Context: an optimization exercise on an open-source flow, tuned for small area and a short achievable clock period. The choices shown serve that exercise and are no tape-out recipe. The RTL was checked by simulation tests, not by an equivalence proof against the original design. Power figures rest on the tool's default switching activity, not on a simulated workload.

[flow/config.mk]
export PLATFORM = sky130hd
export DESIGN_NAME = reg_bank_32x32
export DESIGN_NICKNAME = reg_bank_32x32
export VERILOG_FILES = /design/flow/design.v
export SDC_FILE = /design/flow/constraint.sdc
export NUM_CORES = 4
export LEC_CHECK = 0
export CAP_MARGIN = 20
export CORE_MARGIN = 2
export CORE_UTILIZATION = 35
export CTS_CLUSTER_DIAMETER = 60
export CTS_CLUSTER_SIZE = 20
export PLACE_DENSITY = 0.55
export SETUP_SLACK_MARGIN = 1.0
export SLEW_MARGIN = 20
export SYNTH_HIERARCHICAL = 1
export SYNTH_MINIMUM_KEEP_SIZE = 0
[flow/design.v]
package regfile_pkg;
  localparam int unsigned DATA_W     = 32;
  localparam int unsigned ADDR_W     = 5;
  localparam int unsigned NUM_REGS   = 2 ** ADDR_W;
  localparam int unsigned WR_COUNT_W = 16;
  typedef logic [ADDR_W-1:0] reg_addr_t;
  typedef logic [DATA_W-1:0] reg_data_t;
  function automatic logic [WR_COUNT_W-1:0] sat_inc(input logic [WR_COUNT_W-1:0] val);
    logic [WR_COUNT_W-1:0] res;
    res = (&val) ? val : val + 1'b1;
    sat_inc = res;
  endfunction
endpackage
import regfile_pkg::*;
module rb_or8 (
  input  logic [7:0] d,
  input  logic [7:0] s,
  output logic       y
);
  assign y = |(d & s);
endmodule
module rb_or6 (
  input  logic [5:0] d,
  input  logic [5:0] s,
  output logic       y
);
  assign y = |(d & s);
endmodule
module rb_aoi211 (
  input  logic a, b, c, d,
  output logic y
);
  assign y = ~((a & b) | c | d);
endmodule
module rb_nor2 (
  input  logic a, b,
  output logic y
);
  assign y = ~(a | b);
endmodule
module rb_nand2 (
  input  logic a, b,
  output logic y
);
  assign y = ~(a & b);
endmodule
module rb_aoi32 (
  input  logic a0, a1, a2, b0, b1,
  output logic y
);
  assign y = ~((a0 & a1 & a2) | (b0 & b1));
endmodule
module rb_mux_bit #(
  parameter bit BYPASS = 1'b0
) (
  input  logic [31:1] i_d,
  input  logic [31:1] i_s,
  input  logic        i_fwd,
  input  logic        i_nfwd,
  input  logic        i_wd_n,
  output logic        o_y
);
  logic [3:0] w_p;
  logic [1:0] w_q;
  rb_or8  u_g0 (.d(i_d[8:1]),   .s(i_s[8:1]),   .y(w_p[0]));
  rb_or8  u_g1 (.d(i_d[16:9]),  .s(i_s[16:9]),  .y(w_p[1]));
  rb_or8  u_g2 (.d(i_d[24:17]), .s(i_s[24:17]), .y(w_p[2]));
  rb_or6  u_g3 (.d(i_d[30:25]), .s(i_s[30:25]), .y(w_p[3]));
  rb_nor2   u_q0 (.a(w_p[0]), .b(w_p[1]), .y(w_q[0]));
  rb_aoi211 u_q1 (.a(i_d[31]), .b(i_s[31]), .c(w_p[2]), .d(w_p[3]), .y(w_q[1]));
  if (BYPASS) begin : g_fwd
    rb_aoi32 u_out (
      .a0 (w_q[0]), .a1 (w_q[1]), .a2 (i_nfwd),
      .b0 (i_fwd),  .b1 (i_wd_n),
      .y  (o_y)
    );
  end else begin : g_nofwd
    rb_nand2 u_out (.a(w_q[0]), .b(w_q[1]), .y(o_y));
  end
endmodule
module reg_read_port
#(
  parameter bit BYPASS = 1'b0
) (
  input  logic                        i_rst,
  input  logic [NUM_REGS*DATA_W-1:0]  i_regs,
  input  logic [NUM_REGS-1:0]         i_valid,
  input  regfile_pkg::reg_addr_t      i_rd_addr,
  input  logic                        i_wr_en,
  input  regfile_pkg::reg_addr_t      i_wr_addr,
  input  regfile_pkg::reg_data_t      i_wr_data_n,
  output regfile_pkg::reg_data_t      o_rd_data
);
  logic                   w_fwd;
  logic                   w_nfwd;
  logic [3:0]             w_lo;
  logic [7:0]             w_hi;
  logic [31:1]            w_sel;
  assign w_fwd = BYPASS && i_wr_en && (i_wr_addr == i_rd_addr) && (i_rd_addr != '0) && !i_rst;
  assign w_nfwd = !w_fwd;
  always_comb begin
    for (int unsigned j = 0; j < 4; j++) begin
      w_lo[j] = (i_rd_addr[1:0] == 2'(j)) && !i_rst;
    end
    for (int unsigned k = 0; k < 8; k++) begin
      w_hi[k] = (i_rd_addr[4:2] == 3'(k));
    end
    for (int unsigned i = 1; i < NUM_REGS; i++) begin
      w_sel[i] = w_lo[i % 4] && w_hi[i / 4] && i_valid[i];
    end
  end
  for (genvar b = 0; b < DATA_W; b++) begin : g_bit
    logic [31:1] w_d;
    always_comb begin
      for (int unsigned i = 1; i < NUM_REGS; i++) begin
        w_d[i] = i_regs[i*DATA_W + b];
      end
    end
    rb_mux_bit #(
      .BYPASS (BYPASS)
    ) u_mux (
      .i_d    (w_d),
      .i_s    (w_sel),
      .i_fwd  (w_fwd),
      .i_nfwd (w_nfwd),
      .i_wd_n (i_wr_data_n[b]),
      .o_y    (o_rd_data[b])
    );
  end
endmodule
import regfile_pkg::*;
module reg_bank_32x32
(
  input  logic                          clk,
  input  logic                          rst,
  input  logic                          wr_en,
  input  regfile_pkg::reg_addr_t        wr_addr,
  input  regfile_pkg::reg_data_t        wr_data,
  input  regfile_pkg::reg_addr_t        rs_addr,
  input  regfile_pkg::reg_addr_t        rt_addr,
  input  regfile_pkg::reg_addr_t        dbg_addr,
  output regfile_pkg::reg_data_t        rs_data,
  output regfile_pkg::reg_data_t        rt_data,
  output regfile_pkg::reg_data_t        dbg_data,
  output logic [WR_COUNT_W-1:0]         wr_count
);
  localparam bit OperandBypass = 1'b1;
  logic [NUM_REGS*DATA_W-1:0]      r_regs;
  logic [NUM_REGS-1:0]             r_valid;
  logic [WR_COUNT_W-1:0]           r_wr_count;
  logic                            w_wr_commit;
  logic [NUM_REGS-1:0]             w_wr_sel;
  regfile_pkg::reg_data_t          w_wr_data_n;
  assign w_wr_commit = wr_en && (wr_addr != '0);
  always_comb begin
    w_wr_sel = '0;
    for (int unsigned i = 1; i < NUM_REGS; i++) begin
      w_wr_sel[i] = wr_en && (wr_addr == ADDR_W'(i));
    end
  end
  assign r_regs[DATA_W-1:0] = '0;
  assign r_valid[0]         = 1'b0;
  for (genvar g = 1; g < NUM_REGS; g++) begin : g_reg
    always_ff @(posedge clk) begin
      if (w_wr_sel[g]) begin
        r_regs[g*DATA_W +: DATA_W] <= wr_data;
      end
    end
    always_ff @(posedge clk or posedge rst) begin
      if (rst) begin
        r_valid[g] <= 1'b0;
      end else if (w_wr_sel[g]) begin
        r_valid[g] <= 1'b1;
      end
    end
  end
  always_ff @(posedge clk or posedge rst) begin
    if (rst) begin
      r_wr_count <= '0;
    end else if (w_wr_commit) begin
      r_wr_count <= regfile_pkg::sat_inc(r_wr_count);
    end
  end
  assign wr_count = r_wr_count;
  assign w_wr_data_n = ~wr_data;
  reg_read_port #(
    .BYPASS   (OperandBypass)
  ) u_rs_port (
    .i_rst       (rst),
    .i_regs      (r_regs),
    .i_valid     (r_valid),
    .i_rd_addr   (rs_addr),
    .i_wr_en     (wr_en),
    .i_wr_addr   (wr_addr),
    .i_wr_data_n (w_wr_data_n),
    .o_rd_data   (rs_data)
  );
  reg_read_port #(
    .BYPASS   (OperandBypass)
  ) u_rt_port (
    .i_rst       (rst),
    .i_regs      (r_regs),
    .i_valid     (r_valid),
    .i_rd_addr   (rt_addr),
    .i_wr_en     (wr_en),
    .i_wr_addr   (wr_addr),
    .i_wr_data_n (w_wr_data_n),
    .o_rd_data   (rt_data)
  );
  reg_read_port #(
    .BYPASS   (1'b0)
  ) u_dbg_port (
    .i_rst       (rst),
    .i_regs      (r_regs),
    .i_valid     (r_valid),
    .i_rd_addr   (dbg_addr),
    .i_wr_en     (wr_en),
    .i_wr_addr   (wr_addr),
    .i_wr_data_n (w_wr_data_n),
    .o_rd_data   (dbg_data)
  );
endmodule
[flow/constraint.sdc]
create_clock -name core_clock -period 6.0 [get_ports {clk}]
set_input_delay 1.2000 -clock core_clock [delete_from_list [all_inputs] [get_ports {clk}]]
set_output_delay 1.2000 -clock core_clock [all_outputs]
set_load 0.01 [all_outputs]
[flow/run.sh]
#!/bin/bash
# synth_recipe.tcl (not shown) runs the flow's synth.tcl, then flattens the netlist and writes it again
# the make line also repeats each setting of config.mk as NAME=value (left out here)
make -C /OpenROAD-flow-scripts/flow DESIGN_CONFIG=/design/flow/config.mk WORK_HOME=/design/flow/orfs CLKGATE_MAP_FILE= SYNTH_SCRIPT=/design/flow/synth_recipe.tcl finish
==> results of run 1 <==
## flip-flops by register name (all words and copies together), names as in the netlist
| name | cells |
|---|---|
| r_regs | 992 |
| r_valid | 31 |
| r_wr_count | 16 |
## repair_timing
item,CTS,global route
hold endpoints to repair,0,0
pin swaps,74,64
gates resized for setup,257,123
setup buffers,40,24
setup endpoints to repair,96,74
gates cloned,23,8
## layout make-up
class,instances,area [um^2]
fill,12100,75100
sequential,1039,31000
multi-input combinational,2399,18800
timing repair buffer,510,6460
clock buffer,106,2650
tap,1794,2240
clock inverter,86,975
inverter,34,128
antenna,2,5.00
## placed cells by master (no fill, tap or decap), drive strengths merged, types with 78 or more instances in the layout
cell type,count
buf,331
edfxtp,992
nand3,103
a211oi,96
clkbuf,122
nor2,136
nand4,294
a22oi,1440
clkdlybuf4s50,78
and3,98
## final timing paths
path	start	end	slack, ns
max in group asynchronous	rst	r_valid[19]	4.62
worst min register to register	r_wr_count[15]	r_wr_count[15]	0.50
worst max register to register	r_wr_count[0]	r_wr_count[1]	3.78
worst max-delay path	dbg_addr[0]	dbg_data[18]	0.90
worst min-delay path	r_wr_count[15]	r_wr_count[15]	0.50
min in group asynchronous	rst	r_valid[7]	0.91
## metal layers
layer  global-route usage  share of wire
met5              0.00206        0.00044
met4                0.203          0.074
met1                0.399           0.35
met2                0.487           0.43
met3                0.114           0.15
## power breakdown
part	total [mW]	internal [mW]	switching, mW
sequential	8.26	8.10	0.159
clock	6.97	3.56	3.41
combinational	1.35	0.511	0.843
==> impl_metrics.tcl, run 1 <==
set metrics [dict create \
    status "finished clean" \
    holdWs_ns 0.502 \
    grt_max_degree 48 \
    hold_viol 0 \
    post_route_cells_drive_above_1_share 0.228 \
    design_power_total_mw 16.6 \
    area.growth.synth_to_final_pct 28.5 \
    timing_worst_setup_path_type "in2out" \
    dp_slack_ns 0.291 \
    power-per-cell-area_nw_per_um2 267 \
    cap_violations 0 \
    path_delay_family "simple AND/OR/NAND/NOR gates" \
    cp_num_buf_inv 4 \
    leakage_power_nw 20.1 \
    cts_tree "built" \
    cp_max_fo 32 \
    postSynthCellCount 3480 \
    area_of_the_mapped_netlist_um2 48400 \
    track_usage 0.325 \
    clock_sink_count 1039 \
    cp_data_required_time_ns 4.80 \
    min_path_cells 1 \
    placed_cell_count 5681 \
    detailed_place_hpwl_um 135000 \
    post_dp_cell_area_um2 55800 \
    timing.final.max_slew_violations 0 \
    initial_utilization 0.352 \
    ant_nets 0 \
    cts_h_tree_lvls 3 \
    antenna_found_initial 8 \
    crit_path_cell_trace "clkdlybuf4s15_1 -> nor3b_4 -> buf_4 -> and3_2 -> buf_12 -> a22oi_1 -> nand4_1 -> nor2_1 -> nand2_1 -> clkdlybuf4s50_1" \
    postLayoutCellArea_um2 62200 \
    fp.coreArea_um2 137000 \
    final_period_minus_worst_setup_slack_ns 5.10 \
    numPortBuffers 166 \
    drt-pass1-iter-count 9 \
    cts-buffers-inserted 102 \
    fin_tns_setup_ns 0 \
    postCtsHoldBufs 0 \
    die_width_um 376 \
    synth-warning-count 9 \
    cts-root-to-sink-buffers 3 \
    finalNetCount 4142 \
    grt_setup_unrepaired "yes" \
    detail_route.drc_violations 0 \
    final_critical_path_setup_slack_ns 0.902 \
    avgViaCountPerCell 7.37 \
    gp_routability_congestion 0.923 \
    die-area_um2 141000 \
    transition_time_of_the_tightest_slew_check_pin_ns 1.19 \
    synth.avg_cell_area_um2 13.9 \
    layout.core_utilization 0.453 \
    routed_wirelength_um 241000 \
    cp_slowest_stage_delay_ns 0.51 \
    setup_violations 0 \
    overflow 0 \
    root_buffer "clkbuf_16" \
    path_depth 10 \
    holdCritPathClass "reg2reg" \
    critPathSlowestCell "clkdlybuf4s50_1" \
    first_global_vias 41300 \
    grt_pass1_wl_um 323000 \
    ff2ff_path_depth 6 \
    num_vias 44000 \
    critical_path.endpoint_type "output pin" \
    worst_slew_slack_as_a_fraction_of_its_limit 0.204 \
    critPathLaunchType "input pin" \
    final_worst_path_period_share 0.850 \
    clock.fmax_ghz 0.196 \
    drt-initial-drc-count 8664 \
    insertion_delay_ns 0.71 \
    io_pins 167 \
    drt-wirelength-per-cell_um 40.4 \
    final_non_filler_cell_total 5970 \
    die_h_um 376 \
    worst_ep_arrival_time_ns 3.90 \
    finalClockSkew_ns 0.00229 \
    core.rowCount 136 \
    worst_setup_hold_path_clk_slew_ns 0.06 \
    mappedNetlistNets 3536 \
    power.ir.vdd_worst_mv 0.245 \
]
==> inputs of run 2 (changes only) <==
--- a/flow/design.v
+++ b/flow/design.v
@@ -78,6 +78,18 @@
     rb_nand2 u_out (.a(w_q[0]), .b(w_q[1]), .y(o_y));
   end
 endmodule
+module rb_sel_group (
+  input  logic [3:0]  i_lo,
+  input  logic [7:0]  i_hi,
+  input  logic [31:1] i_valid,
+  output logic [31:1] o_sel
+);
+  always_comb begin
+    for (int unsigned i = 1; i < 32; i++) begin
+      o_sel[i] = i_lo[i % 4] && i_hi[i / 4] && i_valid[i];
+    end
+  end
+endmodule
 module reg_read_port
 #(
   parameter bit BYPASS = 1'b0
@@ -95,7 +107,7 @@
   logic                   w_nfwd;
   logic [3:0]             w_lo;
   logic [7:0]             w_hi;
-  logic [31:1]            w_sel;
+  logic [31:1]            w_sel [4];
   assign w_fwd = BYPASS && i_wr_en && (i_wr_addr == i_rd_addr) && (i_rd_addr != '0) && !i_rst;
   assign w_nfwd = !w_fwd;
   always_comb begin
@@ -105,9 +117,14 @@
     for (int unsigned k = 0; k < 8; k++) begin
       w_hi[k] = (i_rd_addr[4:2] == 3'(k));
     end
-    for (int unsigned i = 1; i < NUM_REGS; i++) begin
-      w_sel[i] = w_lo[i % 4] && w_hi[i / 4] && i_valid[i];
-    end
+  end
+  for (genvar g = 0; g < 4; g++) begin : g_selgrp
+    rb_sel_group u_sel (
+      .i_lo    (w_lo),
+      .i_hi    (w_hi),
+      .i_valid (i_valid[31:1]),
+      .o_sel   (w_sel[g])
+    );
   end
   for (genvar b = 0; b < DATA_W; b++) begin : g_bit
     logic [31:1] w_d;
@@ -120,7 +137,7 @@
       .BYPASS (BYPASS)
     ) u_mux (
       .i_d    (w_d),
-      .i_s    (w_sel),
+      .i_s    (w_sel[b / 8]),
       .i_fwd  (w_fwd),
       .i_nfwd (w_nfwd),
       .i_wd_n (i_wr_data_n[b]),
==> impl_metrics.tcl, run 2 <==
set metrics [dict create \
    status "finished clean" \
    num_vias 45100 \
    critPathLaunchType "input pin" \
    insertion_delay_ns 0.72 \
    gp_routability_congestion 0.974 \
    worst_setup_hold_path_clk_slew_ns 0.06 \
    numPortBuffers 166 \
    crit_path_cell_trace "dlygate4sd2_1 -> buf_4 -> nor3b_4 -> buf_12 -> bufbuf_16 -> and3_4 -> a22oi_1 -> nand4_1 -> a211oi_2 -> a32oi_1 -> buf_4 -> clkdlybuf4s50_1" \
    die-area_um2 146000 \
    synth-warning-count 12 \
    synth.avg_cell_area_um2 13.3 \
    cap_violations 0 \
    postLayoutCellArea_um2 62200 \
    largest_register_ff_count 992 \
    postSynthCellCount 3762 \
    layout.core_utilization 0.438 \
    cts-buffers-inserted 102 \
    drt-wirelength-per-cell_um 38.5 \
    cp_slowest_stage_delay_ns 0.54 \
    post_dp_cell_area_um2 56200 \
    leakage_power_nw 20.2 \
    clock_sink_count 1039 \
    max_flop_register "r_regs" \
    cp_num_buf_inv 6 \
    transition_time_of_the_tightest_slew_check_pin_ns 1.19 \
    drt-initial-drc-count 8239 \
    layout_top_registers "r_regs x992, r_valid x31, r_wr_count x16" \
    grt_pass1_wl_um 325000 \
    post_route_cells_drive_above_1_share 0.242 \
    setup_violations 0 \
    critPathSlowestCell "clkdlybuf4s50_1" \
    finalNetCount 4318 \
    holdWs_ns 0.501 \
    final_period_minus_worst_setup_slack_ns 5.25 \
    detailed_place_hpwl_um 156000 \
    die_width_um 383 \
    layout.cells.most_common_list "a22oi_1, edfxtp_1, nand4_1, buf_4, and3_4" \
    first_global_vias 41900 \
    placed_cell_count 5988 \
    die_h_um 383 \
    track_usage 0.314 \
    cts_h_tree_lvls 3 \
    fp.coreArea_um2 142000 \
    worst_ep_arrival_time_ns 4.05 \
    mappedNetlistNets 3819 \
    routed_wirelength_um 241000 \
    path_delay_family "buffers and inverters" \
    final_common_cell "a22oi_1" \
    grt_max_degree 42 \
    hold_viol 0 \
    detail_route.drc_violations 0 \
    initial_utilization 0.354 \
    antenna_found_initial 24 \
    grt_setup_unrepaired "yes" \
    cp_data_required_time_ns 4.80 \
    cts_tree "built" \
    holdCritPathClass "reg2reg" \
    drt-pass1-iter-count 9 \
    area_of_the_mapped_netlist_um2 50200 \
    ant_nets 0 \
    area.growth.synth_to_final_pct 23.9 \
    final_non_filler_cell_total 6255 \
    timing.final.max_slew_violations 0 \
    core.rowCount 138 \
    layout.filler_cells 12900 \
    root_buffer "clkbuf_16" \
    cts-root-to-sink-buffers 3 \
    worst_slew_slack_as_a_fraction_of_its_limit 0.210 \
    overflow 0 \
    io_pins 167 \
    cp_max_fo 11 \
    avgViaCountPerCell 7.21 \
    worst_path_most_repeated_cell "buf_4" \
    finalClockSkew_ns 0.00870 \
    clock.fmax_ghz 0.191 \
    timing_worst_setup_path_type "in2out" \
    critical_path.endpoint_type "output pin" \
    power-per-cell-area_nw_per_um2 273 \
    final_worst_path_period_share 0.874 \
    power.ir.vdd_worst_mv 0.245 \
    fin_tns_setup_ns 0 \
]
run 2: worst paths after layout:
kind / slack [ns] / depth (start not counted) / startpoint / endpoint
setup / recovery: 0.75 / 12 / rt_addr[1] / rt_data[9]
hold / removal: 0.50 / 1 / r_wr_count[15] / r_wr_count[15]
setup reg to reg: 4.00 / 6 / r_wr_count[0] / r_wr_count[1]
hold reg to reg: 0.50 / 1 / r_wr_count[15] / r_wr_count[15]
max in group asynchronous: 4.55 / 4 / rst / r_wr_count[7]
min in group asynchronous: 0.57 / 3 / rst / r_valid[1]
run 2: power breakdown:
group | switching [mW] | internal (mW)
clock network | 3.36 | 3.55
registers | 0.532 | 8.10
logic | 0.899 | 0.530
total | 4.79 | 12.2
run 2: routing by layer:
metal  wire length [um]  track usage  share of wire
met2             104000        0.469           0.43
met5                305      0.00463         0.0013
met4              16500        0.172          0.069
met1              89400        0.401           0.37
met3              30600        0.102           0.13
run 2: worst register-to-register path: stages, from the launching register on:
cell	delay (ns)
dfrtp_1	0.55
ha_1	0.23
nand3_2	0.12
nor4_2	0.29
buf_4	0.28
nor2_2	0.08
mux2_4	0.34
run 2: metrics by stage:
| stage | power [mW] | setup WS [ns] |
|---|---|---|
| after floorplan | 8.93 | 1.49 |
| after global placement | 10.0 | 0.203 |
| after detailed placement | 10.0 | 0.206 |
| after CTS | 16.9 | 0.720 |
| after global routing | 17.4 | 0.736 |
| final | 17.0 | 0.753 |
run 2: timing repair:
item / CTS / global route
setup endpoints to repair: 96 / 75
gates cloned: 9 / 3
hold buffers: 0 / 0
buffers inserted: 32 / 15
pin swaps: 98 / 41
gates resized for setup: 637 / 127
run 2: cell type report:
class | instances | area, um^2 | share of cell area
sequential | 1039 | 31000 | 0.498
timing repair buffer | 406 | 4110 | 0.0661
inverter | 35 | 139 | 0.00223
multi-input combinational | 2677 | 21000 | 0.337
antenna | 15 | 37.5 | 0.000603
clock inverter | 84 | 987 | 0.0159
tap | 1890 | 2360 | 0.0380
clock buffer | 109 | 2640 | 0.0425
==> inputs of run 3 (changes only) <==
==> flow/flow/run.sh (new file) <==
#!/bin/bash
# Own flow: the standard layout (standard.sh, all steps unchanged), with
# one difference: the input and output ports are buffered with buf_2 cells
# instead of the delay buffers that buffer_ports picks by default. Every
# port still gets its own buffer. make's full output goes to
# flow_standard.log in the work folder; each ORFS step keeps its own log
# under orfs/logs/.
set -euo pipefail
export BUFFER_PORTS_ARGS="-buffer_cell sky130_fd_sc_hd__buf_2"
bash standard.sh > flow_standard.log 2>&1
==> flow/standard.sh (new file) <==
#!/bin/bash
# synth_recipe.tcl (not shown) runs the flow's synth.tcl, then flattens the netlist and writes it again
# the make line also repeats each setting of config.mk as NAME=value (left out here)
make -C /OpenROAD-flow-scripts/flow DESIGN_CONFIG=/design/flow/config.mk WORK_HOME=/design/flow/orfs CLKGATE_MAP_FILE= SYNTH_SCRIPT=/design/flow/synth_recipe.tcl "${@:-finish}"
removed: flow/run.sh
==> impl_metrics.tcl, run 3 <==
set metrics [dict create \
    die-area_um2 146000 \
    area_of_the_mapped_netlist_um2 50200 \
    transition_time_of_the_tightest_slew_check_pin_ns 1.23 \
    holdWs_ns 0.509 \
    cts-root-to-sink-buffers 3 \
    die_width_um 383 \
    cp_slowest_stage_delay_ns 0.56 \
    critical_path.endpoint_type "output pin" \
    cap_violations 0 \
    post_dp_cell_area_um2 54500 \
    power_share_of_the_clock_group 0.420 \
    critPathLaunchType "input pin" \
    final_common_cell "a22oi_1" \
    layout_top_registers "r_regs x992, r_valid x31, r_wr_count x16" \
    fin_tns_setup_ns 0 \
    mappedNetlistNets 3819 \
    power.ir.vdd_worst_mv 0.217 \
    overflow 0 \
    die_h_um 383 \
    gp_routability_congestion 0.947 \
    track_usage 0.318 \
    worst_slew_slack_as_a_fraction_of_its_limit 0.175 \
    area.growth.synth_to_final_pct 16.3 \
    hold_viol 0 \
    worst_ep_arrival_time_ns 3.90 \
    drt-pass1-iter-count 9 \
    root_buffer "clkbuf_16" \
    max_flop_register "r_regs" \
    grt_setup_unrepaired "yes" \
    clock_sink_count 1039 \
    seq_power_share 0.510 \
    worst_setup_hold_path_clk_slew_ns 0.06 \
    fp.coreArea_um2 142000 \
    initial_utilization 0.354 \
    grt_pass1_wl_um 330000 \
    postCtsHoldBufs 0 \
    holdCritPathClass "reg2reg" \
    grt_max_degree 48 \
    drt-initial-drc-count 8469 \
    postSynthCellCount 3762 \
    postLayoutCellArea_um2 58400 \
    crit_path_cell_trace "buf_2 -> nor3b_4 -> buf_4 -> and3_1 -> a22oi_1 -> nand4_1 -> nor2_1 -> a32oi_1 -> buf_2" \
    cts-buffers-inserted 103 \
    synth-warning-count 12 \
    setup_violations 0 \
    dp_slack_ns 0.739 \
    layout.cells.most_common_list "a22oi_1, edfxtp_1, and3_1, nand4_1, buf_2" \
    final_period_minus_worst_setup_slack_ns 5.10 \
    clock.fmax_ghz 0.196 \
    final_worst_path_period_share 0.849 \
    power-per-cell-area_nw_per_um2 289 \
    power.share.switching 0.279 \
    final_non_filler_cell_total 6120 \
    avgViaCountPerCell 7.32 \
    cts_tree "built" \
    detailed_place_hpwl_um 155000 \
    status "finished clean" \
    largest_register_ff_count 992 \
    timing_worst_setup_path_type "in2out" \
    final_critical_path_setup_slack_ns 0.903 \
    timing.final.max_slew_violations 0 \
    cp_max_fo 9 \
    worst_path_most_repeated_cell "buf_2" \
    finalNetCount 4170 \
    leakage_power_nw 19.2 \
    layout.core_utilization 0.411 \
    cp_data_required_time_ns 4.80 \
    drt-wirelength-per-cell_um 39.4 \
    core.rowCount 138 \
    insertion_delay_ns 0.72 \
    num_vias 44800 \
    cp_num_buf_inv 3 \
    power_report.internal_total_mw 12.2 \
    finalClockSkew_ns 0.0192 \
    power.share.combinational 0.070 \
    post_route_cells_drive_above_1_share 0.169 \
    numPortBuffers 166 \
    io_pins 167 \
    power.net_switching_mw 4.70 \
    synth.avg_cell_area_um2 13.3 \
    routed_wirelength_um 241000 \
    path_delay_family "simple AND/OR/NAND/NOR gates" \
    placed_cell_count 5896 \
    ant_nets 0 \
    antenna_found_initial 22 \
    first_global_vias 41800 \
    critPathSlowestCell "and3_1" \
    design_power_total_mw 16.9 \
    detail_route.drc_violations 0 \
    cts_h_tree_lvls 3 \
]
## run 3: cell types whose count changed in the layout (fill, tap and decap cells not counted), sizes merged, moves of 9 or more
cell,change
buf,+20
clkbuf,-9
clkdlybuf4s15,-9
clkdlybuf4s50,-67
diode,+14
dlygate4sd2,-59
dlymetal6s2s,-19
## run 3: worst paths after layout
path | start | slack [ns] | end | cells after the start
worst min register to register | r_wr_count[15] | 0.51 | r_wr_count[15] | 1
worst min-delay path | r_wr_count[15] | 0.51 | r_wr_count[15] | 1
worst max-delay path | rs_addr[2] | 0.90 | rs_data[28] | 9
min in group asynchronous | rst | 0.82 | r_valid[14] | 3
max in group asynchronous | rst | 4.58 | r_wr_count[0] | 3
worst max register to register | r_wr_count[1] | 4.09 | r_wr_count[1] | 6
## run 3: worst reg2reg max path, stage by stage (launching register included)
cell and delay (ns):
dfrtp_1 0.52, ha_1 0.23, nand3_2 0.11, nor4_2 0.28, buf_4 0.28, nor2_2 0.08
mux2_4 0.30
## run 3: power groups by stage
stage | sequential (mW) | clock, mW | combinational (mW)
final | 8.61 | 7.08 | 1.18
after global routing | 8.60 | 7.43 | 1.22
after CTS | 8.55 | 7.18 | 1.14
after detailed placement | 8.71 | 0 | 1.14
after global placement | 8.71 | 0 | 1.13
after floorplan | 8.45 | 0 | 0.482
## run 3: metal layers
metal  vias up  GRT usage  part of all wire
li1      17600          -                 -
met1     22200      0.404              0.36
met2      4053      0.474              0.43
met3       949      0.107              0.13
met4        12      0.179             0.073
met5         -    0.00231           0.00037
## run 3: repair_timing
item,4_1_cts,5_1_grt
endpoints found under the hold margin,0,0
setup buffers,2,0
resized for setup,10,50
endpoints found under the setup margin,35,41
## run 3: final cells by class
class                           instances  area, um^2
Fill cell                           13200       83500
Clock inverter                         83        1020
Antenna cell                           29        72.6
Inverter                               35         139
Tap cell                             1890        2360
Sequential cell                      1039       31000
Timing Repair Buffer                  258        1670
Multi-Input combinational cell       2676       19500
Clock buffer                          110        2710
==> inputs of run 4 (changes only) <==
--- a/flow/config.mk
+++ b/flow/config.mk
@@ -8,8 +8,8 @@
 export CAP_MARGIN = 20
 export CORE_MARGIN = 2
 export CORE_UTILIZATION = 35
-export CTS_CLUSTER_DIAMETER = 60
-export CTS_CLUSTER_SIZE = 20
+export CTS_CLUSTER_DIAMETER = 90
+export CTS_CLUSTER_SIZE = 30
 export PLACE_DENSITY = 0.55
 export SETUP_SLACK_MARGIN = 1.0
 export SLEW_MARGIN = 20
==> impl_metrics.tcl, run 4 <==
set metrics [dict create \
    clock_sink_count 1039 \
    critPathLaunchType "input pin" \
    final_period_minus_worst_setup_slack_ns 5.09 \
    cp_max_fo 24 \
    worst_slew_slack_as_a_fraction_of_its_limit 0.186 \
    drt-initial-drc-count 8432 \
    die-area_um2 146000 \
    finalNetCount 4119 \
    max_flop_register "r_regs" \
    cp_data_required_time_ns 4.80 \
    cts_h_tree_lvls 2 \
    antenna_found_initial 21 \
    cap_violations 0 \
    cts-root-to-sink-buffers 3 \
    die_width_um 383 \
    leakage_power_nw 18.3 \
    postCtsHoldBufs 0 \
    routed_wirelength_um 240000 \
    register_area_um2 31000 \
    gr-usage-met2 0.479 \
    grtUsageMet1 0.404 \
    grt_setup_unrepaired "yes" \
    placed_cell_count 5896 \
    timing_worst_setup_path_type "in2out" \
    synth.avg_cell_area_um2 13.3 \
    layout.core_utilization 0.398 \
    fin_tns_setup_ns 0 \
    grt_pass1_wl_um 327000 \
    numPortBuffers 166 \
    ant_nets 0 \
    core.rowCount 138 \
    multi_input_comb_area_um2 19400 \
    track_usage 0.316 \
    timing.final.max_slew_violations 0 \
    fp.coreArea_um2 142000 \
    die_h_um 383 \
    status "finished clean" \
    drt-wirelength-per-cell_um 40.0 \
    first_global_vias 41200 \
    drt-pass1-iter-count 7 \
    design_power_total_mw 14.3 \
    insertion_delay_ns 0.71 \
    avgViaCountPerCell 7.37 \
    io_pins 167 \
    area.growth.synth_to_final_pct 12.5 \
    grt.met3_usage 0.103 \
    gp_routability_congestion 0.947 \
    postSynthCellCount 3762 \
    worst_setup_hold_path_clk_slew_ns 0.10 \
    root_buffer "clkbuf_16" \
    mappedNetlistNets 3819 \
    layout.filler_cells 13400 \
    power.ir.vdd_worst_mv 0.223 \
    power-per-cell-area_nw_per_um2 254 \
    synth-warning-count 12 \
    final_worst_path_period_share 0.849 \
    worst_ep_arrival_time_ns 3.89 \
    post_route_cells_drive_above_1_share 0.147 \
    area_of_the_mapped_netlist_um2 50200 \
    final_non_filler_cell_total 6013 \
    detail_route.drc_violations 0 \
    layout_top_registers "r_regs x992, r_valid x31, r_wr_count x16" \
    finalClockSkew_ns 0.0110 \
    cts-buffers-inserted 51 \
    hold_viol 0 \
    num_vias 44300 \
    gr-max-usage-layer "met2" \
    critical_path.endpoint_type "output pin" \
    setup_violations 0 \
    grt_max_degree 48 \
    transition_time_of_the_tightest_slew_check_pin_ns 1.22 \
    holdCritPathClass "reg2reg" \
    cts_tree "built" \
    clock.fmax_ghz 0.196 \
    detailed_place_hpwl_um 155000 \
    initial_utilization 0.354 \
    largest_register_ff_count 992 \
    final_common_cell "a22oi_1" \
    layout.cells.most_common_list "a22oi_1, edfxtp_1, and3_1, nand4_1, buf_2" \
    overflow 0 \
]
## run 4: cell type report
class,count,area share
Clock buffer,59,0.0239
Sequential cell,1039,0.548
Inverter,35,0.00246
Multi-Input combinational cell,2676,0.344
Timing Repair Buffer,259,0.0298
Antenna cell,20,0.000886
Tap cell,1890,0.0419
Clock inverter,35,0.00827
## run 4: per-layer routing
metal	vias to the layer above	wire length, um
met1	22000	88300
met2	3985	106000
li1	17400	-
met4	14	15800
met5	-	82
met3	889	30400
## run 4: power breakdown
group	leakage [nW]	switching (mW)	total [mW]	internal (mW)
clock network	0.884	2.71	4.56	1.85
logic	7.97	0.838	1.18	0.342
registers	9.48	0.506	8.60	8.09
total	18.3	4.06	14.3	10.3
## run 4: worst paths after layout
kind	start	endpoint	slack [ns]	depth (start not counted)
min in group asynchronous	rst	r_valid[14]	0.82	3
setup reg to reg	r_wr_count[1]	r_wr_count[1]	4.08	6
hold / removal	r_wr_count[15]	r_wr_count[15]	0.52	1
max in group asynchronous	rst	r_wr_count[0]	4.59	3
hold reg to reg	r_wr_count[15]	r_wr_count[15]	0.52	1
setup / recovery	rst	rs_data[16]	0.91	9
## run 4: critical path, cell delays in order
cell and delay, ns:
clkbuf_4 0.23, nor3b_2 0.25, buf_4 0.44, and3_1 0.56, a22oi_1 0.17, nand4_1 0.22
a211oi_2 0.09, a32oi_1 0.49, buf_2 0.23
## run 4: what timing repair did
action,4_1_cts,5_1_grt
setup buffers,2,0
endpoints found under the setup margin,35,39
endpoints found under the hold margin,0,0
cloned,0,0
resized for setup,10,46
## run 4: per-stage QoR
step                setup WS, ns  hold WS [ns]  area [um^2]
detailed placement         0.739         0.484        54500
global route               0.978         0.539        56400
floorplan                   1.49         0.522        50200
global placement           0.695         0.480        54400
finish                     0.908         0.515        56500
CTS                         1.02         0.509        56300
==> inputs of run 5 (changes only) <==
--- a/flow/config.mk
+++ b/flow/config.mk
@@ -8,8 +8,8 @@
 export CAP_MARGIN = 20
 export CORE_MARGIN = 2
 export CORE_UTILIZATION = 35
-export CTS_CLUSTER_DIAMETER = 90
-export CTS_CLUSTER_SIZE = 30
+export CTS_CLUSTER_DIAMETER = 75
+export CTS_CLUSTER_SIZE = 24
 export PLACE_DENSITY = 0.55
 export SETUP_SLACK_MARGIN = 1.0
 export SLEW_MARGIN = 20
==> impl_metrics.tcl, run 5 <==
set metrics [dict create \
    status "finished clean" \
    critical_path.endpoint_type "output pin" \
    num_vias 44400 \
    numPortBuffers 166 \
    clock_sink_count 1039 \
    area_of_the_mapped_netlist_um2 50200 \
    worst_path_most_repeated_cell "buf_2" \
    max_flop_register "r_regs" \
    worst_ep_arrival_time_ns 3.93 \
    transition_time_of_the_tightest_slew_check_pin_ns 1.22 \
    crit_path_cell_trace "buf_2 -> nor3b_4 -> buf_4 -> and3_1 -> a22oi_1 -> nand4_1 -> nor2_1 -> a32oi_1 -> buf_2" \
    fp.coreArea_um2 142000 \
    power_share_of_the_clock_group 0.362 \
    power_report.internal_total_mw 11.1 \
    holdCritPathClass "reg2reg" \
    drt-pass1-iter-count 8 \
    cp_data_required_time_ns 4.80 \
    power.ir.vdd_worst_mv 0.218 \
    antenna_found_initial 18 \
    routed_wirelength_um 241000 \
    cts_h_tree_lvls 3 \
    drt-wirelength-per-cell_um 39.8 \
    clock.fmax_ghz 0.195 \
    mappedNetlistNets 3819 \
    post_route_cells_drive_above_1_share 0.154 \
    power.net_switching_mw 4.29 \
    fin_tns_setup_ns 0 \
    final_common_cell "a22oi_1" \
    avgViaCountPerCell 7.35 \
    grt_setup_unrepaired "yes" \
    die_width_um 383 \
    synth-warning-count 12 \
    cp_slowest_stage_delay_ns 0.58 \
    synth.avg_cell_area_um2 13.3 \
    critPathLaunchType "input pin" \
    initial_utilization 0.354 \
    worst_setup_hold_path_clk_slew_ns 0.08 \
    postSynthCellCount 3762 \
    track_usage 0.317 \
    overflow 0 \
    worst_slew_slack_as_a_fraction_of_its_limit 0.182 \
    layout.cells.most_common_list "a22oi_1, edfxtp_1, and3_1, nand4_1, buf_2" \
    insertion_delay_ns 0.69 \
    setup_violations 0 \
    final_period_minus_worst_setup_slack_ns 5.13 \
    layout_top_registers "r_regs x992, r_valid x31, r_wr_count x16" \
    register_area_um2 31000 \
    postLayoutCellArea_um2 57200 \
    ant_nets 0 \
    core.rowCount 138 \
    die-area_um2 146000 \
    timing_worst_setup_path_type "in2out" \
    final_worst_path_period_share 0.855 \
    power-per-cell-area_nw_per_um2 268 \
    layout.filler_cells 13300 \
    leakage_power_nw 18.7 \
    finalClockSkew_ns 0.00711 \
    grt_pass1_wl_um 328000 \
    seq_power_share 0.561 \
    cp_max_fo 9 \
    multi_input_comb_area_um2 19400 \
    area.growth.synth_to_final_pct 13.9 \
    first_global_vias 41600 \
    cts_tree "built" \
    grt_max_degree 48 \
    die_h_um 383 \
    drt-initial-drc-count 8656 \
    cts-root-to-sink-buffers 3 \
    finalNetCount 4139 \
    io_pins 167 \
    largest_register_ff_count 992 \
    holdWs_ns 0.515 \
    detailed_place_hpwl_um 155000 \
    critPathSlowestCell "nor3b_4" \
    power.share.switching 0.280 \
    gp_routability_congestion 0.947 \
    cap_violations 0 \
    cts-buffers-inserted 72 \
    post_dp_cell_area_um2 54500 \
    root_buffer "clkbuf_16" \
    power.share.combinational 0.077 \
    detail_route.drc_violations 0 \
    timing.final.max_slew_violations 0 \
    hold_viol 0 \
]
## run 5: per-layer routing
layer,wire (um),GRT usage,part of all wire,up-vias
li1,-,-,-,17500
met1,87900,0.403,0.37,22000
met2,105000,0.479,0.44,4027
met3,30800,0.104,0.13,883
met4,16500,0.167,0.068,14
met5,131,0.000992,0.00054,-
## run 5: final timing paths
path	start	end	slack, ns	depth (start not counted)
min in group asynchronous	rst	r_valid[6]	0.85	3
max reg2reg	r_wr_count[1]	r_wr_count[1]	4.08	6
max in group asynchronous	rst	r_wr_count[15]	4.58	3
min	r_wr_count[15]	r_wr_count[15]	0.51	1
max	rs_addr[2]	rs_data[28]	0.87	9
min reg2reg	r_wr_count[15]	r_wr_count[15]	0.51	1
## run 5: critical path: cells and delay by family
kind                   cells  cell delay, ns
AO/OA/AOI/OAI              2            0.59
AND/OR/NAND/NOR            4            1.39
buffers and inverters      3            0.73
## run 5: repair_timing
action / in CTS / in global routing
buffers inserted: 2 / 0
hold buffers: 0 / 0
setup endpoints to repair: 35 / 39
pin swaps: 0 / 0
resized for setup: 10 / 48
gates cloned: 0 / 0
## run 5: final cells by class
type	instances	area share
repair buffers	258	0.0292
multi-input cells	2676	0.340
flip-flops and latches	1039	0.542
well taps	1890	0.0414
clock buffers	83	0.0337
diodes	14	0.000613
clock inverters	47	0.0110
inverters	35	0.00243
## run 5: power by group through the flow
stage,clock network (mW),registers [mW],logic (mW)
CTS,5.63,8.55,1.14
finish,5.56,8.60,1.18
global placement,0,8.71,1.13
floorplan,0,8.45,0.482
detailed placement,0,8.71,1.14
global route,5.87,8.60,1.22
## run 5: per-stage QoR
step / power (mW) / utilization / setup slack [ns] / instances
floorplan: 8.93 / - / 1.49 / 3762
global placement: 9.84 / 0.383 / 0.695 / 5892
detailed placement: 9.85 / 0.384 / 0.739 / 5896
CTS: 15.3 / 0.402 / 1.02 / 6028
global route: 15.7 / 0.403 / 0.981 / 6029
finish: 15.3 / 0.403 / 0.870 / 6042
==> inputs of run 6 (changes only) <==
--- a/flow/config.mk
+++ b/flow/config.mk
@@ -11,7 +11,7 @@
 export CTS_CLUSTER_DIAMETER = 75
 export CTS_CLUSTER_SIZE = 24
 export PLACE_DENSITY = 0.55
-export SETUP_SLACK_MARGIN = 1.0
+export SETUP_SLACK_MARGIN = 1.3
 export SLEW_MARGIN = 20
 export SYNTH_HIERARCHICAL = 1
 export SYNTH_MINIMUM_KEEP_SIZE = 0
==> impl_metrics.tcl, run 6 <==
set metrics [dict create \
    status "finished clean" \
    postSynthCellCount 3762 \
    crit_path_cell_trace "buf_4 -> and3b_1 -> buf_4 -> and3_4 -> a22oi_1 -> nand4_1 -> nor2_1 -> a32oi_1 -> buf_2" \
    overflow 0 \
    cp_slowest_stage_delay_ns 0.43 \
    first_global_vias 41600 \
    route.met3.wl_um 29400 \
    core.rowCount 138 \
    mappedNetlistNets 3819 \
    detailed_place_hpwl_um 155000 \
    setup_violations 0 \
    final_non_filler_cell_total 6061 \
    cp_max_fo 15 \
    power.ir.vdd_worst_mv 0.219 \
    area_of_the_mapped_netlist_um2 50200 \
    critPathLaunchType "input pin" \
    routed_wirelength_um 241000 \
    drt-pass1-iter-count 9 \
    worst_slew_slack_as_a_fraction_of_its_limit 0.170 \
    worst_ep_arrival_time_ns 3.60 \
    critical_path.reg2reg.startpoint "r_wr_count[1]" \
    fin_tns_setup_ns 0 \
    drt-initial-drc-count 8543 \
    die_width_um 383 \
    min_path_cells 1 \
    hold_viol 0 \
    layout_top_registers "r_regs x992, r_valid x31, r_wr_count x16" \
    die-area_um2 146000 \
    final_period_minus_worst_setup_slack_ns 4.80 \
    post_dp_cell_area_um2 54500 \
    wl_met2_um 106000 \
    hold_end "r_wr_count[15]" \
    die_h_um 383 \
    worst_setup_hold_path_clk_slew_ns 0.08 \
    critical_path.endpoint_type "output pin" \
    timing_worst_setup_path_type "in2out" \
    io_pins 167 \
    cp_data_required_time_ns 4.80 \
    ff2ff_path_depth 6 \
    largest_register_ff_count 992 \
    layout.filler_cells 13300 \
    final_critical_path_setup_slack_ns 1.20 \
    synth-warning-count 12 \
    numPortBuffers 166 \
    finalClockSkew_ns 0.0101 \
    num_vias 44500 \
    root_buffer "clkbuf_16" \
    holdWs_ns 0.508 \
    power-per-cell-area_nw_per_um2 266 \
    insertion_delay_ns 0.70 \
    avgViaCountPerCell 7.34 \
    design_power_total_mw 15.4 \
    leakage_power_nw 18.6 \
    grt_pass1_wl_um 329000 \
    cts-buffers-inserted 72 \
    detail_route.drc_violations 0 \
    worstHoldStart "r_wr_count[15]" \
    layout.cells.most_common_list "a22oi_1, edfxtp_1, nand4_1, and3_2, buf_2" \
    antenna_found_initial 21 \
    post_route_cells_drive_above_1_share 0.206 \
    grt_setup_unrepaired "yes" \
    grt_max_degree 48 \
    initial_utilization 0.354 \
    cts_tree "built" \
    cts-root-to-sink-buffers 3 \
    topRoutingLayerUsed "met5" \
    timing.final.max_slew_violations 0 \
    drt-wirelength-per-cell_um 39.7 \
    critPathSlowestCell "and3b_1" \
    holdCritPathClass "reg2reg" \
    synth.avg_cell_area_um2 13.3 \
    final_common_cell "a22oi_1" \
    area.growth.synth_to_final_pct 15.2 \
    placed_cell_count 5896 \
    clock_sink_count 1039 \
    clock.fmax_ghz 0.209 \
    fp.coreArea_um2 142000 \
    dp_slack_ns 0.739 \
    max_flop_register "r_regs" \
    timing.critical_path.from "rst" \
    finalNetCount 4145 \
    final_worst_path_period_share 0.799 \
    postLayoutCellArea_um2 57800 \
    gp_routability_congestion 0.947 \
    reg2reg_slack_ns 4.09 \
    worst_path_most_repeated_cell "buf_4" \
    transition_time_of_the_tightest_slew_check_pin_ns 1.24 \
    met1Wirelength_um 88800 \
    postCtsHoldBufs 0 \
    rr_endpoint "r_wr_count[1]" \
    ant_nets 0 \
    cts_h_tree_lvls 3 \
    track_usage 0.317 \
    layout.core_utilization 0.407 \
    cap_violations 0 \
]
## run 6: cell type report
class                      count  area (um^2)  share of cell area
clock inverter                47          632              0.0109
tap                         1890         2360              0.0409
clock buffer                  83         1930              0.0334
sequential                  1039        31000               0.536
inverter                      35          139             0.00240
multi-input combinational   2676        19900               0.345
antenna                       27         67.6             0.00117
timing repair buffer         264         1790              0.0310
## run 6: how the worst max path moves through the flow
stage                  end  depth (start not counted)
4_1_cts        rt_data[28]                          9
3_3_place_gp    rs_data[6]                          9
3_5_place_dp   rs_data[11]                          9
2_1_floorplan   rs_data[0]                          6
5_1_grt        rt_data[15]                          9
6_report       rs_data[31]                          9
## run 6: per-layer routing
layer,vias to the layer above,GRT usage
li1,17500,-
met1,22100,0.405
met2,3980,0.480
met3,902,0.103
met4,10,0.165
met5,-,0
## run 6: report_power, final
group          leakage (nW)  switching, mW  internal, mW
clock network          1.24           2.94          2.62
logic                  7.91          0.843         0.359
registers              9.48          0.509          8.09
total                  18.6           4.29          11.1
## run 6: worst max-delay path: cells and delay by family
| family | cells | cell delay (ns) |
|---|---|---|
| AOI/OAI and AO/OA | 2 | 0.52 |
| buffers and inverters | 3 | 0.78 |
| and+or+nand+nor | 4 | 1.08 |
## run 6: repair_timing
item                                    4_1_cts  5_1_grt
resized for setup                           186      125
pin swaps                                     1        1
setup buffers                                 4        4
endpoints found under the setup margin       96       87
==> inputs of run 7 (changes only) <==
--- a/flow/config.mk
+++ b/flow/config.mk
@@ -11,7 +11,7 @@
 export CTS_CLUSTER_DIAMETER = 75
 export CTS_CLUSTER_SIZE = 24
 export PLACE_DENSITY = 0.55
-export SETUP_SLACK_MARGIN = 1.3
+export SETUP_SLACK_MARGIN = 1.6
 export SLEW_MARGIN = 20
 export SYNTH_HIERARCHICAL = 1
 export SYNTH_MINIMUM_KEEP_SIZE = 0
==> impl_metrics.tcl, run 7 <==
set metrics [dict create \
    power-per-cell-area_nw_per_um2 259 \
    cts-buffers-inserted 75 \
    drt-pass1-iter-count 10 \
    cp_num_buf_inv 3 \
    critPathLaunchType "input pin" \
    setup_violations 0 \
    core.rowCount 138 \
    layout_top_registers "r_regs x992, r_valid x31, r_wr_count x16" \
    detailed_place_hpwl_um 151000 \
    drt-wirelength-per-cell_um 39.5 \
    worst_path_most_repeated_cell "buf_2" \
    final_non_filler_cell_total 6135 \
    synth-warning-count 12 \
    cp_data_required_time_ns 4.80 \
    hold_viol 0 \
    layout.cells.most_common_list "a22oi_1, edfxtp_1, nand4_1, and3_2, and3_4" \
    synth.avg_cell_area_um2 13.3 \
    route.met3.wl_um 31300 \
    post_route_cells_drive_above_1_share 0.285 \
    critical_path.endpoint_type "output pin" \
    ff2ff_path_depth 6 \
    worst_ep_arrival_time_ns 3.38 \
    transition_time_of_the_tightest_slew_check_pin_ns 1.34 \
    num_vias 44700 \
    largest_register_ff_count 992 \
    detail_route.drc_violations 0 \
    overflow 0 \
    wl_met2_um 105000 \
    root_buffer "clkbuf_16" \
    mappedNetlistNets 3819 \
    clock_sink_count 1039 \
    leakage_power_nw 19.2 \
    holdCritPathClass "reg2reg" \
    die_h_um 383 \
    dp_slack_ns 0.418 \
    initial_utilization 0.354 \
    final_worst_path_period_share 0.763 \
    crit_path_cell_trace "buf_2 -> and3b_1 -> buf_12 -> and3_2 -> a22oi_1 -> nand4_1 -> nor2_2 -> nand2_1 -> buf_2" \
    track_usage 0.311 \
    postCtsHoldBufs 0 \
    cts_h_tree_lvls 3 \
    path_depth 9 \
    area_of_the_mapped_netlist_um2 50200 \
    max_flop_register "r_regs" \
    clock.fmax_ghz 0.218 \
    numPortBuffers 166 \
    insertion_delay_ns 0.69 \
    ant_nets 0 \
    holdWs_ns 0.490 \
    cp_max_fo 32 \
    path_delay_family "simple AND/OR/NAND/NOR gates" \
    timing.final.max_slew_violations 0 \
    cap_violations 0 \
    topRoutingLayerUsed "met5" \
    final_critical_path_setup_slack_ns 1.42 \
    finalNetCount 4224 \
    routed_wirelength_um 242000 \
    cts-root-to-sink-buffers 3 \
    drt-initial-drc-count 8325 \
    fp.coreArea_um2 142000 \
    first_global_vias 41000 \
    timing_worst_setup_path_type "in2out" \
    die_width_um 383 \
    io_pins 167 \
    grt_pass1_wl_um 322000 \
    avgViaCountPerCell 7.29 \
    grt_max_degree 48 \
    status "finished clean" \
    final_period_minus_worst_setup_slack_ns 4.58 \
    grt_setup_unrepaired "yes" \
    die-area_um2 146000 \
    met1Wirelength_um 88900 \
    design_power_total_mw 15.7 \
    worst_setup_hold_path_clk_slew_ns 0.07 \
    fin_tns_setup_ns 0 \
    antenna_found_initial 17 \
    finalClockSkew_ns 0.00735 \
    gp_routability_congestion 0.978 \
    final_common_cell "a22oi_1" \
    worst_slew_slack_as_a_fraction_of_its_limit 0.104 \
    min_path_cells 1 \
    power.ir.vdd_worst_mv 0.187 \
    cp_slowest_stage_delay_ns 0.36 \
    critPathSlowestCell "nand4_1" \
    placed_cell_count 5891 \
    postSynthCellCount 3762 \
    area.growth.synth_to_final_pct 21.1 \
    cts_tree "built" \
]
-- run 7: power by group --
group,internal [mW],total (mW),switching [mW]
combinational,0.448,1.35,0.902
sequential,8.09,8.63,0.538
clock,2.77,5.76,3.00
total,11.3,15.7,4.43
-- run 7: worst paths after layout --
kind	startpoint	slack, ns	to
worst max-delay path	dbg_addr[0]	1.42	dbg_data[15]
worst min-delay path	r_wr_count[15]	0.49	r_wr_count[15]
worst max register to register	r_wr_count[0]	4.06	r_wr_count[1]
worst min register to register	r_wr_count[15]	0.49	r_wr_count[15]
max in group asynchronous	rst	4.63	r_wr_count[1]
min in group asynchronous	rst	0.86	r_valid[1]
-- run 7: final cells by class --
class,instances,area (um^2)
diodes,18,45.0
inverters,35,139
flip-flops and latches,1039,31000
repair buffers,337,3100
multi-input cells,2679,21500
clock inverters,50,656
clock buffers,87,2050
well taps,1890,2360
fillers,13000,81100
-- run 7: layer usage --
layer | up-vias | global-route usage
met5 | - | 0.0165
met4 | 12 | 0.170
met3 | 875 | 0.0933
met2 | 3972 | 0.471
met1 | 22200 | 0.396
li1 | 17700 | -
-- run 7: timing repair --
item	in CTS	in global routing
resized for setup	511	323
setup buffers	14	54
setup endpoints to repair	96	96
pin swaps	40	131
cloned	2	18
endpoints found under the hold margin	0	0
-- run 7: stage by stage --
stage | utilization | area, um^2
2_1_floorplan | - | 50200
3_3_place_gp | 0.383 | 54400
3_5_place_dp | 0.384 | 54500
4_1_cts | 0.414 | 58800
5_1_grt | 0.428 | 60800
6_report | 0.428 | 60800
==> inputs of run 8 (changes only) <==
--- a/flow/config.mk
+++ b/flow/config.mk
@@ -11,7 +11,7 @@
 export CTS_CLUSTER_DIAMETER = 75
 export CTS_CLUSTER_SIZE = 24
 export PLACE_DENSITY = 0.55
-export SETUP_SLACK_MARGIN = 1.6
+export SETUP_SLACK_MARGIN = 2.0
 export SLEW_MARGIN = 20
 export SYNTH_HIERARCHICAL = 1
 export SYNTH_MINIMUM_KEEP_SIZE = 0
==> impl_metrics.tcl, run 8 <==
set metrics [dict create \
    setup_violations 0 \
    die_h_um 383 \
    core.rowCount 138 \
    routed_wirelength_um 254000 \
    timing.critical_path.from "r_valid[10]" \
    overflow 0 \
    area_of_the_mapped_netlist_um2 50200 \
    worst_setup_hold_path_clk_slew_ns 0.08 \
    cap_violations 0 \
    worst_slew_slack_as_a_fraction_of_its_limit 0.0803 \
    grt_pass1_wl_um 347000 \
    first_global_vias 43400 \
    status "finished clean" \
    crit_path_cell_trace "and3_4 -> a22oi_1 -> nand4_1 -> nor2_1 -> a32oi_1 -> buf_2" \
    hold_viol 0 \
    transition_time_of_the_tightest_slew_check_pin_ns 1.38 \
    initial_utilization 0.354 \
    detail_route.drc_violations 0 \
    critPathLaunchType "flip-flop" \
    die_width_um 383 \
    holdWs_ns 0.505 \
    post_dp_cell_area_um2 54500 \
    power.net_switching_mw 4.57 \
    timing_worst_setup_path_type "reg2out" \
    final_period_minus_worst_setup_slack_ns 4.51 \
    finalNetCount 4344 \
    cts_tree "built" \
    drt-wirelength-per-cell_um 40.7 \
    critical_path.endpoint_type "output pin" \
    avgViaCountPerCell 7.43 \
    drt-initial-drc-count 7978 \
    root_buffer "clkbuf_16" \
    cts-buffers-inserted 74 \
    cp_data_required_time_ns 4.80 \
    cp_max_fo 13 \
    power.share.switching 0.286 \
    detailed_place_hpwl_um 157000 \
    ant_nets 0 \
    gp_routability_congestion 0.979 \
    drt-pass1-iter-count 10 \
    mappedNetlistNets 3819 \
    postCtsHoldBufs 0 \
    timing.final.max_slew_violations 0 \
    clock.fmax_ghz 0.222 \
    cp_slowest_stage_delay_ns 1.27 \
    layout_top_registers "r_regs x992, r_valid x31, r_wr_count x16" \
    ff2ff_path_depth 6 \
    grt_max_degree 48 \
    die-area_um2 146000 \
    worst_ep_arrival_time_ns 3.31 \
    fp.coreArea_um2 142000 \
    power-per-cell-area_nw_per_um2 249 \
    max_flop_register "r_regs" \
    io_pins 167 \
    postSynthCellCount 3762 \
    cts-root-to-sink-buffers 3 \
    critPathSlowestCell "dfrtp_1" \
    insertion_delay_ns 0.70 \
    numPortBuffers 166 \
    synth-warning-count 12 \
    holdCritPathClass "reg2reg" \
    final_common_cell "a22oi_1" \
    power_share_of_the_clock_group 0.365 \
    clock_sink_count 1039 \
    critical_path.reg2reg.startpoint "r_wr_count[0]" \
    final_worst_path_period_share 0.751 \
    placed_cell_count 5894 \
    cts_h_tree_lvls 3 \
    largest_register_ff_count 992 \
    num_vias 46400 \
    post_route_cells_drive_above_1_share 0.362 \
    finalClockSkew_ns 0.00145 \
    area.growth.synth_to_final_pct 28.1 \
    postLayoutCellArea_um2 64300 \
    power_report.internal_total_mw 11.4 \
    fin_tns_setup_ns 0 \
    min_path_cells 1 \
    layout.cells.most_common_list "a22oi_1, edfxtp_1, nand4_1, a22oi_2, and3_4" \
    final_non_filler_cell_total 6246 \
    power.ir.vdd_worst_mv 0.208 \
    track_usage 0.335 \
    synth.avg_cell_area_um2 13.3 \
    seq_power_share 0.541 \
    worstHoldStart "r_wr_count[15]" \
    power.share.combinational 0.094 \
    leakage_power_nw 20.2 \
    grt_setup_unrepaired "yes" \
    antenna_found_initial 10 \
]
-- run 8: path summary, 6_finish.rpt --
path                                   to  slack (ns)
hold reg to reg            r_wr_count[15]        0.50
min in group asynchronous     r_valid[28]        0.81
setup reg to reg            r_wr_count[1]        4.09
hold / removal             r_wr_count[15]        0.50
setup / recovery              rt_data[20]        1.49
max in group asynchronous     r_valid[30]        4.58
-- run 8: layout make-up --
class                   count  area [um^2]
clock inverters            53          724
flip-flops and latches   1039        31000
multi-input cells        2681        23100
diodes                      8         20.0
clock buffers              84         2040
fillers                 12700        77600
inverters                  35          140
well taps                1890         2360
repair buffers            456         4900
-- run 8: stage by stage --
stage | total power, mW | worst slack [ns] | util
final | 16.0 | 1.49 | 0.453
after global routing | 16.3 | 1.52 | 0.453
after CTS | 15.9 | 1.59 | 0.443
after detailed placement | 9.87 | 0.760 | 0.384
after global placement | 9.86 | 0.720 | 0.384
after floorplan | 8.94 | 2.01 | -
-- run 8: repair_timing --
| action | CTS | global route |
|---|---|---|
| buffers inserted | 148 | 32 |
| pin swaps | 268 | 234 |
| endpoints found under the setup margin | 96 | 96 |
| resized for setup | 986 | 249 |
| cloned | 24 | 2 |
-- run 8: critical path: cells and delay by family, from the launching register on --
family	cells	cell delay (ns)
AOI/OAI and AO/OA	2	0.37
buffers and inverters	1	0.18
DFF	1	1.27
and+or+nand+nor	3	0.77
-- run 8: power groups by stage --
stage | combinational, mW | sequential [mW] | clock (mW)
3_3_place_gp | 1.13 | 8.72 | 0
3_5_place_dp | 1.14 | 8.73 | 0
5_1_grt | 1.53 | 8.66 | 6.13
4_1_cts | 1.40 | 8.59 | 5.89
6_report | 1.50 | 8.67 | 5.85
2_1_floorplan | 0.485 | 8.45 | 0
-- run 8: routing by layer --
layer	routed length [um]	vias to the layer above	track usage
met5	158	-	0.00397
met4	18700	10	0.193
met3	34000	1084	0.110
met2	109000	4293	0.496
met1	92500	23100	0.429
li1	-	17900	-
==> inputs of run 9 (changes only) <==
--- a/flow/config.mk
+++ b/flow/config.mk
@@ -7,11 +7,11 @@
 export LEC_CHECK = 0
 export CAP_MARGIN = 20
 export CORE_MARGIN = 2
-export CORE_UTILIZATION = 35
+export CORE_UTILIZATION = 45
 export CTS_CLUSTER_DIAMETER = 75
 export CTS_CLUSTER_SIZE = 24
-export PLACE_DENSITY = 0.55
-export SETUP_SLACK_MARGIN = 2.0
+export PLACE_DENSITY = 0.62
+export SETUP_SLACK_MARGIN = 1.3
 export SLEW_MARGIN = 20
 export SYNTH_HIERARCHICAL = 1
 export SYNTH_MINIMUM_KEEP_SIZE = 0
==> impl_metrics.tcl, run 9 <==
set metrics [dict create \
    status "finished clean" \
    cts_h_tree_lvls 2 \
    post_route_cells_drive_above_1_share 0.182 \
    overflow 0 \
    cap_violations 0 \
    dp_slack_ns 0.750 \
    transition_time_of_the_tightest_slew_check_pin_ns 1.21 \
    antenna_found_initial 17 \
    finalClockSkew_ns 0.0107 \
    setup_violations 0 \
    final_worst_path_period_share 0.802 \
    largest_register_ff_count 992 \
    final_period_minus_worst_setup_slack_ns 4.81 \
    initial_utilization 0.454 \
    holdCritPathClass "reg2reg" \
    leakage_power_nw 18.4 \
    cp_data_required_time_ns 4.80 \
    final_critical_path_setup_slack_ns 1.19 \
    max_flop_register "r_regs" \
    track_usage 0.391 \
    grt_pass1_wl_um 314000 \
    gp_routability_congestion 1.01 \
    die-area_um2 114000 \
    timing_worst_setup_path_type "in2out" \
    synth.avg_cell_area_um2 13.3 \
    synth-warning-count 12 \
    avgViaCountPerCell 7.98 \
    final_common_cell "a22oi_1" \
    drt-pass1-iter-count 10 \
    postCtsHoldBufs 0 \
    power.ir.vdd_worst_mv 0.263 \
    worst_ep_arrival_time_ns 3.61 \
    area.growth.synth_to_final_pct 12.7 \
    detail_route.drc_violations 0 \
    design_power_total_mw 14.6 \
    cp_max_fo 16 \
    grt_max_degree 48 \
    area_of_the_mapped_netlist_um2 50200 \
    numPortBuffers 166 \
    timing.final.max_slew_violations 0 \
    root_buffer "clkbuf_16" \
    ant_nets 0 \
    detailed_place_hpwl_um 144000 \
    fp.coreArea_um2 111000 \
    core.rowCount 122 \
    critical_path.endpoint_type "output pin" \
    power-per-cell-area_nw_per_um2 258 \
    placed_cell_count 5482 \
    clock_sink_count 1039 \
    worst_setup_hold_path_clk_slew_ns 0.09 \
    final_non_filler_cell_total 5632 \
    die_width_um 338 \
    cts-root-to-sink-buffers 3 \
    insertion_delay_ns 0.73 \
    io_pins 167 \
    layout.cells.most_common_list "a22oi_1, edfxtp_1, nand4_1, and3_1, and3_2" \
    layout.core_utilization 0.511 \
    first_global_vias 41500 \
    die_h_um 338 \
    critPathLaunchType "input pin" \
    finalNetCount 4124 \
    drt-wirelength-per-cell_um 40.6 \
    clock.fmax_ghz 0.208 \
    fin_tns_setup_ns 0 \
    worst_slew_slack_as_a_fraction_of_its_limit 0.193 \
    drt-initial-drc-count 9999 \
    hold_viol 0 \
    grt_setup_unrepaired "yes" \
    num_vias 44900 \
    cts-buffers-inserted 61 \
    cts_tree "built" \
    routed_wirelength_um 229000 \
    postSynthCellCount 3762 \
    layout_top_registers "r_regs x992, r_valid x31, r_wr_count x16" \
    mappedNetlistNets 3819 \
]
## run 9: final timing paths
check                                    start        endpoint  slack, ns  cells after the start
worst max-delay path                rt_addr[2]     rt_data[24]       1.19                      9
worst min register to register  r_wr_count[14]  r_wr_count[14]       0.52                      1
worst max register to register   r_wr_count[0]  r_wr_count[14]       3.84                      6
min in group asynchronous                  rst     r_valid[27]       0.75                      2
max in group asynchronous                  rst     r_valid[14]       4.69                      2
worst min-delay path            r_wr_count[14]  r_wr_count[14]       0.52                      1
## run 9: critical path, cell delays in order
cell,delay [ns]
buf_2,0.19
and3b_1,0.20
buf_4,0.26
and3_1,0.38
a22oi_1,0.22
nand3_1,0.17
a211oi_2,0.50
a32oi_2,0.25
buf_2,0.20
## run 9: final cells by class
cell class              count  area (um^2)
diodes                     29         72.6
clock buffers              75         1650
clock inverters            36          429
fillers                  9443        54100
inverters                  35          140
multi-input cells        2676        19700
flip-flops and latches   1039        31000
well taps                1488         1860
repair buffers            254         1740
## run 9: repair_timing
| item | 4_1_cts | 5_1_grt |
|---|---|---|
| resized for setup | 76 | 154 |
| setup buffers | 4 | 5 |
| setup endpoints to repair | 71 | 89 |
| pin swaps | 1 | 4 |
## run 9: per-stage QoR
stage,area (um^2),hold WS (ns)
after floorplan,50200,0.522
after global placement,53700,0.517
after detailed placement,53900,0.510
after CTS,56100,0.526
after global routing,56500,0.555
final,56600,0.523
## run 9: layer usage
metal	global-route usage	routed length, um	vias to the layer above
met5	0.0226	146	-
met4	0.233	18500	9
met3	0.140	33700	1109
met2	0.571	97200	4522
met1	0.497	79300	21900
li1	-	-	17400
## run 9: where the power goes
part | leakage [nW] | internal [mW] | switching (mW) | total, mW
combinational | 7.91 | 0.350 | 0.814 | 1.16
clock | 1.01 | 2.15 | 2.69 | 4.84
sequential | 9.48 | 8.09 | 0.508 | 8.60
==> inputs of run 10 (changes only) <==
--- a/flow/config.mk
+++ b/flow/config.mk
@@ -11,7 +11,7 @@
 export CTS_CLUSTER_DIAMETER = 75
 export CTS_CLUSTER_SIZE = 24
 export PLACE_DENSITY = 0.62
-export SETUP_SLACK_MARGIN = 1.3
+export SETUP_SLACK_MARGIN = 1.45
 export SLEW_MARGIN = 20
 export SYNTH_HIERARCHICAL = 1
 export SYNTH_MINIMUM_KEEP_SIZE = 0
==> impl_metrics.tcl, run 10 <==
set metrics [dict create \
    final_period_minus_worst_setup_slack_ns 4.68 \
    transition_time_of_the_tightest_slew_check_pin_ns 1.17 \
    grt_setup_unrepaired "yes" \
    grtUsageMet1 0.501 \
    max_flop_register "r_regs" \
    critPathLaunchType "input pin" \
    die_h_um 338 \
    critical_path.endpoint_type "output pin" \
    drt-wirelength-per-cell_um 40.9 \
    gr-max-usage-layer "met2" \
    gp_routability_congestion 1.01 \
    mappedNetlistNets 3819 \
    holdCritPathClass "reg2reg" \
    timing.critical_path.from "rs_addr[0]" \
    area_of_the_mapped_netlist_um2 50200 \
    core.rowCount 122 \
    cts-buffers-inserted 61 \
    worst_setup_hold_path_clk_slew_ns 0.09 \
    clock_sink_count 1039 \
    die_width_um 338 \
    post_route_cells_drive_above_1_share 0.213 \
    layout.cells.most_common_list "a22oi_1, edfxtp_1, nand4_1, and3_2, buf_2" \
    hold_viol 0 \
    cts-root-to-sink-buffers 3 \
    cp_max_fo 32 \
    worst_ep_arrival_time_ns 3.48 \
    overflow 0 \
    postCtsHoldBufs 0 \
    detail_route.drc_violations 0 \
    reg2reg_slack_ns 3.84 \
    leakage_power_nw 18.4 \
    insertion_delay_ns 0.73 \
    ff2ff_path_depth 6 \
    power-per-cell-area_nw_per_um2 256 \
    cts_h_tree_lvls 2 \
    grt.met3_usage 0.137 \
    cp_data_required_time_ns 4.80 \
    synth.avg_cell_area_um2 13.3 \
    routed_wirelength_um 230000 \
    num_vias 44800 \
    io_pins 167 \
    cp-endpoint "rs_data[12]" \
    worst_slew_slack_as_a_fraction_of_its_limit 0.221 \
    numPortBuffers 166 \
    grt_pass1_wl_um 315000 \
    antenna_found_initial 14 \
    initial_utilization 0.454 \
    power.ir.vdd_worst_mv 0.255 \
    gr-usage-met2 0.574 \
    first_global_vias 41700 \
    synth-warning-count 12 \
    setup_violations 0 \
    drt-initial-drc-count 9712 \
    cap_violations 0 \
    fin_tns_setup_ns 0 \
    detailed_place_hpwl_um 144000 \
    rr_endpoint "r_wr_count[14]" \
    cts_tree "built" \
    final_worst_path_period_share 0.780 \
    avgViaCountPerCell 7.97 \
    timing_worst_setup_path_type "in2out" \
    largest_register_ff_count 992 \
    status "finished clean" \
    layout.filler_cells 9391 \
    timing.final.max_slew_violations 0 \
    critical_path.reg2reg.startpoint "r_wr_count[0]" \
    drt-pass1-iter-count 9 \
    finalClockSkew_ns 0.00994 \
    root_buffer "clkbuf_16" \
    grt_max_degree 48 \
    die-area_um2 114000 \
    finalNetCount 4132 \
    fp.coreArea_um2 111000 \
    layout_top_registers "r_regs x992, r_valid x31, r_wr_count x16" \
    clock.fmax_ghz 0.214 \
    ant_nets 0 \
    final_common_cell "a22oi_1" \
    postSynthCellCount 3762 \
    track_usage 0.392 \
    layout.core_utilization 0.517 \
    area.growth.synth_to_final_pct 14.0 \
]
## run 10: through the flow
| step | cell area (um^2) | hold WS, ns | std cells | setup WS, ns | total power [mW] |
|---|---|---|---|---|---|
| floorplan | 50200 | 0.522 | 3762 | 1.49 | 8.93 |
| global placement | 53700 | 0.517 | 5476 | 0.714 | 9.78 |
| detailed placement | 53900 | 0.510 | 5482 | 0.750 | 9.79 |
| CTS | 56500 | 0.526 | 5604 | 1.45 | 14.5 |
| global route | 57200 | 0.555 | 5611 | 1.36 | 14.9 |
| finish | 57200 | 0.523 | 5622 | 1.32 | 14.6 |
## run 10: per-layer routing
layer,vias to the layer above,share of wire
met5,-,0.0017
met4,18,0.084
met3,1147,0.14
met2,4404,0.42
met1,21800,0.35
li1,17400,-
## run 10: layout make-up
cell class,instances,area (um^2),share of cell area
multi-input cells,2676,20200,0.353
diodes,11,27.5,0.000481
inverters,35,140,0.00245
repair buffers,262,1920,0.0336
clock inverters,36,429,0.00750
flip-flops and latches,1039,31000,0.541
well taps,1488,1860,0.0325
clock buffers,75,1650,0.0289
## run 10: worst min-delay path by stage
| stage | startpoint | endpoint | slack, ns | cells past startpoint |
|---|---|---|---|---|
| after global routing | r_wr_count[14] | r_wr_count[14] | 0.55 | 1 |
| after CTS | r_wr_count[14] | r_wr_count[14] | 0.53 | 1 |
| after detailed placement | r_wr_count[14] | r_wr_count[14] | 0.51 | 1 |
| after floorplan | r_wr_count[15] | r_wr_count[15] | 0.52 | 1 |
| final | r_wr_count[14] | r_wr_count[14] | 0.52 | 1 |
| after global placement | r_wr_count[3] | r_wr_count[3] | 0.52 | 1 |
## run 10: power by group
| part | switching (mW) | internal, mW | total, mW |
|---|---|---|---|
| combinational | 0.824 | 0.368 | 1.19 |
| sequential | 0.521 | 8.09 | 8.61 |
| clock | 2.68 | 2.15 | 4.83 |
| total | 4.03 | 10.6 | 14.6 |
## run 10: worst max-delay path: stages
cell and delay [ns]:
buf_2 0.22, nor3b_2 0.29, buf_12 0.32, and3_2 0.40, a22oi_1 0.11, nand4_1 0.27, a211oi_2 0.13, a32oi_2 0.33
buf_2 0.19
## run 10: repair_timing
item                       CTS  global route
gates resized for setup    239           195
gates cloned                 0             1
setup endpoints to repair   96            93
pin swaps                    4            19
buffers inserted            11             5

Check on run 10: ideal ports give 1.319 ns setup slack; a clkbuf_16 on the clock port and buf_2 on the inputs give 1.286 ns; moving port delays by the midpoint clock arrival (0.810 ns) as well gives 1.286 ns.
